Source: an optimization exercise on an open RTL-to-GDS flow (aim: small area, a short achievable clock period and few clock cycles per item). Production flows keep margins and buffers that such runs may drop.
Only simulation tests tie the RTL to the original design; equivalence was not proved.
Power figures rest on the tool's default switching activity, not on a simulated workload.

Setup of v6:
Design aes_dec_top, start of the top module:
module aes_dec_top
(
    input  logic        clk,
    input  logic        reset,
    input  logic [11:0] paddr,
    input  logic        psel,
    input  logic        penable,
    input  logic        pwrite,
    input  logic [31:0] pwdata,
    output logic [31:0] prdata,
    output logic        pready,
    output logic        pslverr
);
    logic         key_we;
    logic [5:0]   key_addr;
    logic [31:0]  key_wdata;
    logic         start;
    logic         ctrl_wr;
    logic         fin;
    logic [127:0] ciphertext;
    logic [127:0] plaintext;
    logic [127:0] round_key;
    logic [127:0] last_key;
    logic [31:0]  wdata_z;
    logic [9:0]   round_sel;
    aes_dec_regs i_aes_dec_regs (
        .clk        (clk),
        .reset      (reset),
        .paddr      (paddr),
        .psel       (psel),
        .penable    (penable),
        .pwrite     (pwrite),
        .pwdata     (pwdata),
        .prdata     (prdata),
        .pready     (pready),
        .pslverr    (pslverr),
        .fin        (fin),
        .plaintext  (plaintext),
        .key_we     (key_we),
        .key_addr   (key_addr),
        .key_wdata  (key_wdata),
        .start      (start),
        .ctrl_wr    (ctrl_wr),
        .wdata_z    (wdata_z),
        .ciphertext (ciphertext)
    );
    aes_round_key_store i_aes_round_key_store (
        .clk       (clk),
        .key_we    (key_we),
        .key_addr  (key_addr),
        .key_wdata (key_wdata),
        .wdata_z   (wdata_z),
        .round_sel (round_sel),
        .round_key (round_key),
        .last_key  (last_key)
    );
    aes_dec_engine i_aes_dec_engine (
        .clk        (clk),
        .reset      (reset),
        .start      (start),
        .ctrl_wr    (ctrl_wr),
        .start_bit  (pwdata[0]),
        .ciphertext (ciphertext),
        .last_key   (last_key),
        .round_key  (round_key),
        .round_sel  (round_sel),
        .fin        (fin),
        .plaintext  (plaintext)
    );
endmodule
Size: ~7,000 cells after synthesis, roughly 2,000 flip-flops, about 94,000 sq um of cells after synthesis.
Settings: LEC_CHECK=0, CAP_MARGIN=20, CORE_MARGIN=2, CORE_UTILIZATION=40, CTS_CLUSTER_DIAMETER=100, CTS_CLUSTER_SIZE=25, PLACE_DENSITY=0.7, SLEW_MARGIN=20, TNS_END_PERCENT=5; clock period 10.0 ns.
standard.sh (not shown) runs the stock make flow with config.mk's settings and CLKGATE_MAP_FILE= SYNTH_SCRIPT=/design/flow/synth_recipe.tcl, a recipe that flattens the netlist after the stock synthesis.
==> flow/flow/run.sh <==
#!/bin/bash
# The standard layout (standard.sh, its synthesis unchanged) with two changes to how the layout
# is made: the port buffers are buf_2 cells, and timing repair works until the setup slack reaches
# SETUP_SLACK_MARGIN, well above zero at the 10 ns clock. The tools' output goes to standard.log.
set -euo pipefail
export SETUP_SLACK_MARGIN=7.0
export BUFFER_PORTS_ARGS="-buffer_cell sky130_fd_sc_hd__buf_2"
bash standard.sh > standard.log 2>&1
v6: flow completed, timing, DRC and antenna clean
Testbench counts of v6, summed over its fixed seeds: cycles 6,912, blocks 192.
Inputs modified between v6 and v7:
# v6
export LEC_CHECK = 0
export CAP_MARGIN = 20
export CORE_MARGIN = 2
export CORE_UTILIZATION = 40
export CTS_CLUSTER_DIAMETER = 100
export CTS_CLUSTER_SIZE = 25
export PLACE_DENSITY = 0.7
export SLEW_MARGIN = 20
export TNS_END_PERCENT = 5
create_clock -name core_clock -period 10.0 [get_ports {clk}]
# v7
export LEC_CHECK = 0
export CAP_MARGIN = 20
export CORE_MARGIN = 2
export CORE_UTILIZATION = 40
export CTS_CLUSTER_DIAMETER = 100
export CTS_CLUSTER_SIZE = 25
export SLEW_MARGIN = 20
export TNS_END_PERCENT = 5
create_clock -name core_clock -period 10.0 [get_ports {clk}]
==> run notes <==
v7 reached the end of the flow, and the finished layout is clean on the timing, DRC and antenna checks.
Share of layout cells above drive strength 1 ends up higher on v7.
Delta (v7 minus v6): post-synthesis to final-layout area growth climbed 1.2 points, final cell count +82, data required time of the worst path shrank by 2.51 ns, fill cell total of the finished layout increased by 220 relative to the old numbers.

---

## the previous run
aes_dec_top, a different RTL version from the one above (not shown whole).
Size in the first run: roughly 83 I/O pins.
## aes_dec_top
module aes_dec_top
(
    input  logic        clk,
    input  logic        reset,
    input  logic [11:0] paddr,
    input  logic        psel,
    input  logic        penable,
    input  logic        pwrite,
    input  logic [31:0] pwdata,
    output logic [31:0] prdata,
    output logic        pready,
    output logic        pslverr
);
clock: 10.0 ns
lec_check: 0
cap_margin: 20
core_margin: 2
core_utilization: 40
cts_cluster_diameter: 100
cts_cluster_size: 25
place_density: 0.85
slew_margin: 20
tns_end_percent: 5
Scripts as last shown in full above: flow/flow/run.sh
Testbench counts of the previous run, summed over its fixed seeds: cycles 6,912, blocks 192.
Modified inputs, the current run compared to the previous run
--- a/flow/config.mk
+++ b/flow/config.mk
@@ -12,4 +12,3 @@
 export CTS_CLUSTER_SIZE = 25
-export PLACE_DENSITY = 0.85
 export SLEW_MARGIN = 20
-export TNS_END_PERCENT = 5
+export TNS_END_PERCENT = 20
The current run vs. the previous run: net count reported at finish picked up an extra about 4%; number of inserted diodes lower; part of the power in the clock network now larger. Diff the previous run -> the current run: part of the power in combinational logic went up; all-layer global routing usage rose 1.9 points; iteration-0 DRC count of the detailed router fell by 896. The run showing the greater portion of the clock cycle consumed by the worst path in the final layout is the previous run.

---

== indigo ==
RTL: one of the versions met above, not the one the previous note started from.
For scale: roughly 7,000 cells after synthesis, ~83 I/O pins.
export LEC_CHECK = 0
export CAP_MARGIN = 20
export CORE_MARGIN = 2
export CORE_UTILIZATION = 40
export CTS_CLUSTER_DIAMETER = 100
export CTS_CLUSTER_SIZE = 25
export PLACE_DENSITY = 0.8
export SLEW_MARGIN = 20
export TNS_END_PERCENT = 5
create_clock -name core_clock -period 10.0 [get_ports {clk}]
Scripts as last shown in full above: flow/flow/run.sh
Testbench counts of indigo, summed over its fixed seeds: cycles 6,912, blocks 192.
Changes in lagoon relative to indigo:
-- flow/config.mk --
<<< indigo, line 13
export PLACE_DENSITY = 0.8
>>> lagoon, line 13
export PLACE_DENSITY = 0.75
- Comparing lagoon with indigo, the growth of design area from synthesis to finish came out essentially unchanged.
- Buffers plus inverters on the worst setup path in lagoon is 1 higher than in indigo
- Overall via count from detail_route in lagoon is 902 lower than in indigo
- On buffer share of cell area, indigo and lagoon are neck and neck.
- Of indigo and lagoon, indigo shows the higher ratio of routed vias to standard cells, with lagoon below it.
- Slew at the pin with the worst max-slew slack down 0.11 ns in lagoon wrt indigo
- [diff] leakage dissipation, lagoon relative to indigo: regression
- In the tables for indigo and lagoon, number of nets in the layout reads lower with indigo.
- Between lagoon and indigo, the core utilization figures differ only marginally.
- On finished layout cell area, indigo and lagoon are neck and neck.
- lagoon ends up with lower routed wire length than indigo does.

---

aes_dec_top with an RTL version that a note above also has.
Size in the first run: ~2000 flip-flops, roughly 83 I/O pins.
export LEC_CHECK = 0
export CAP_MARGIN = 20
export CORE_MARGIN = 2
export CORE_UTILIZATION = 40
export CTS_CLUSTER_DIAMETER = 100
export CTS_CLUSTER_SIZE = 25
export SLEW_MARGIN = 20
export TNS_END_PERCENT = 0
create_clock -name core_clock -period 10.0 [get_ports {clk}]
Scripts as last shown in full above: flow/flow/run.sh
Testbench counts at the start, summed over its fixed seeds: cycles 6,912, blocks 192.
Change:
TNS_END_PERCENT = 2   (was 0)
The new run went through all stages and came out clean.
Clock skew increases by 0.0040 ns.
Hold slack improves by 0.016 ns.
Maximum frequency stays flat.
Global-route usage drops by 1.0 points.
Worst setup slack is worse by 0.0063 ns.
Change:
--- a/flow/flow/run.sh
+++ b/flow/flow/run.sh
@@ -5,3 +5,3 @@
 set -euo pipefail
-export SETUP_SLACK_MARGIN=7.0
+export SETUP_SLACK_MARGIN=6.8
 export BUFFER_PORTS_ARGS="-buffer_cell sky130_fd_sc_hd__buf_2"
TNS_END_PERCENT = 5   (was 2)
After rerunning:
- final area goes down by 0.96%
- total power went up by 0.58%
- die area stays the same
- final cell count falls by 0.46%

---

Setup of JK:
Another version of the RTL of aes_dec_top (not shown whole).
Size: about 7,400 cells after synthesis, ~83 I/O pins, about 96,000 um2 of cells after synthesis.
export LEC_CHECK = 0
export CAP_MARGIN = 20
export CORE_MARGIN = 2
export CORE_UTILIZATION = 40
export CTS_CLUSTER_DIAMETER = 100
export CTS_CLUSTER_SIZE = 25
export SLEW_MARGIN = 20
create_clock -name core_clock -period 10.0 [get_ports {clk}]
==> flow/flow/run.sh <==
#!/bin/bash
# The standard layout (standard.sh, its synthesis unchanged) with two changes to how the layout
# is made: the port buffers are buf_2 cells, and timing repair works until the setup slack reaches
# SETUP_SLACK_MARGIN, well above zero at the 10 ns clock. The tools' output goes to standard.log.
set -euo pipefail
export SETUP_SLACK_MARGIN=6.6
export BUFFER_PORTS_ARGS="-buffer_cell sky130_fd_sc_hd__buf_2"
bash standard.sh > standard.log 2>&1
Testbench counts of JK, summed over its fixed seeds: cycles 6,912, blocks 192.
--- input diff JK..AL ---
Settings: putting TNS_END_PERCENT at 5 where nothing was set.
diff --git a/flow/flow/run.sh b/flow/flow/run.sh
--- a/flow/flow/run.sh
+++ b/flow/flow/run.sh
@@ -4,5 +4,5 @@
 # SETUP_SLACK_MARGIN, well above zero at the 10 ns clock. The tools' output goes to standard.log.
 set -euo pipefail
-export SETUP_SLACK_MARGIN=6.6
+export SETUP_SLACK_MARGIN=7.0
 export BUFFER_PORTS_ARGS="-buffer_cell sky130_fd_sc_hd__buf_2"
 bash standard.sh > standard.log 2>&1
==> run notes <==
Between AL and JK, the critical path's largest stage delay is higher for JK. Looking at count of clock buffers in the final design, AL sits 15 lower than JK does. On register-to-register slack: AL sits above JK. There was hardly any difference in sequential power share between AL and JK. Max shortest period the worst path allows across AL and JK: JK. Portion of total power attributed to the clock network came out higher on AL than on JK. Status: total power after layout parity (JK, AL). Looking at worst hold margin, AL sits 0.026 ns higher than JK does. JK → AL: worst path setup slack after routing climbed 0.16 ns; post-route fraction of the period consumed by the critical path dropped 1.6 points.

==> static timing again, ports no longer ideal <==
Ports are ideal in the flow. The routed layouts listed here were re-timed in OpenROAD. Step 1: set_driving_cell puts a clkbuf_16 on clk and a buf_2 on each other input, an assumption about the parent block. Step 2, shift: input delay + t, output delay - t, t = (earliest + latest rising clock arrival at the registers) / 2. This alone moves slack from input paths to output paths. Slacks: ideal ports / drivers / drivers and shift; pairs: ideal ports / drivers.
run	shift t [ns]	setup slack, ns	worst data-port slew with drivers (ns)	cell pins on the clock port's net
v6	0.842	6.559 / 6.549 / 5.707	0.37	1
v7	0.872	6.638 / 6.547 / 5.720	0.26	1
the previous run	0.845	6.555 / 6.444 / 5.599	0.32	1
the current run	0.855	6.699 / 6.597 / 5.742	0.25	1
indigo	0.856	6.575 / 6.575 / 5.722	0.27	1
lagoon	0.855	6.652 / 6.524 / 5.670	0.26	1
the first run of note 4	0.880	6.627 / 6.544 / 5.664	0.22	1
the second run of note 4	0.851	6.620 / 6.513 / 5.662	0.26	1
the third run of note 4	0.857	6.507 / 6.462 / 5.666	0.25	1
JK	0.886	6.506 / 6.506 / 5.711	0.19	1
AL	0.873	6.667 / 6.582 / 5.747	0.21	1
After both steps every run listed still meets setup and hold. For lagoon, which loses most, drivers alone change the setup slack by -0.128 ns; drivers and shift together by -0.982 ns.
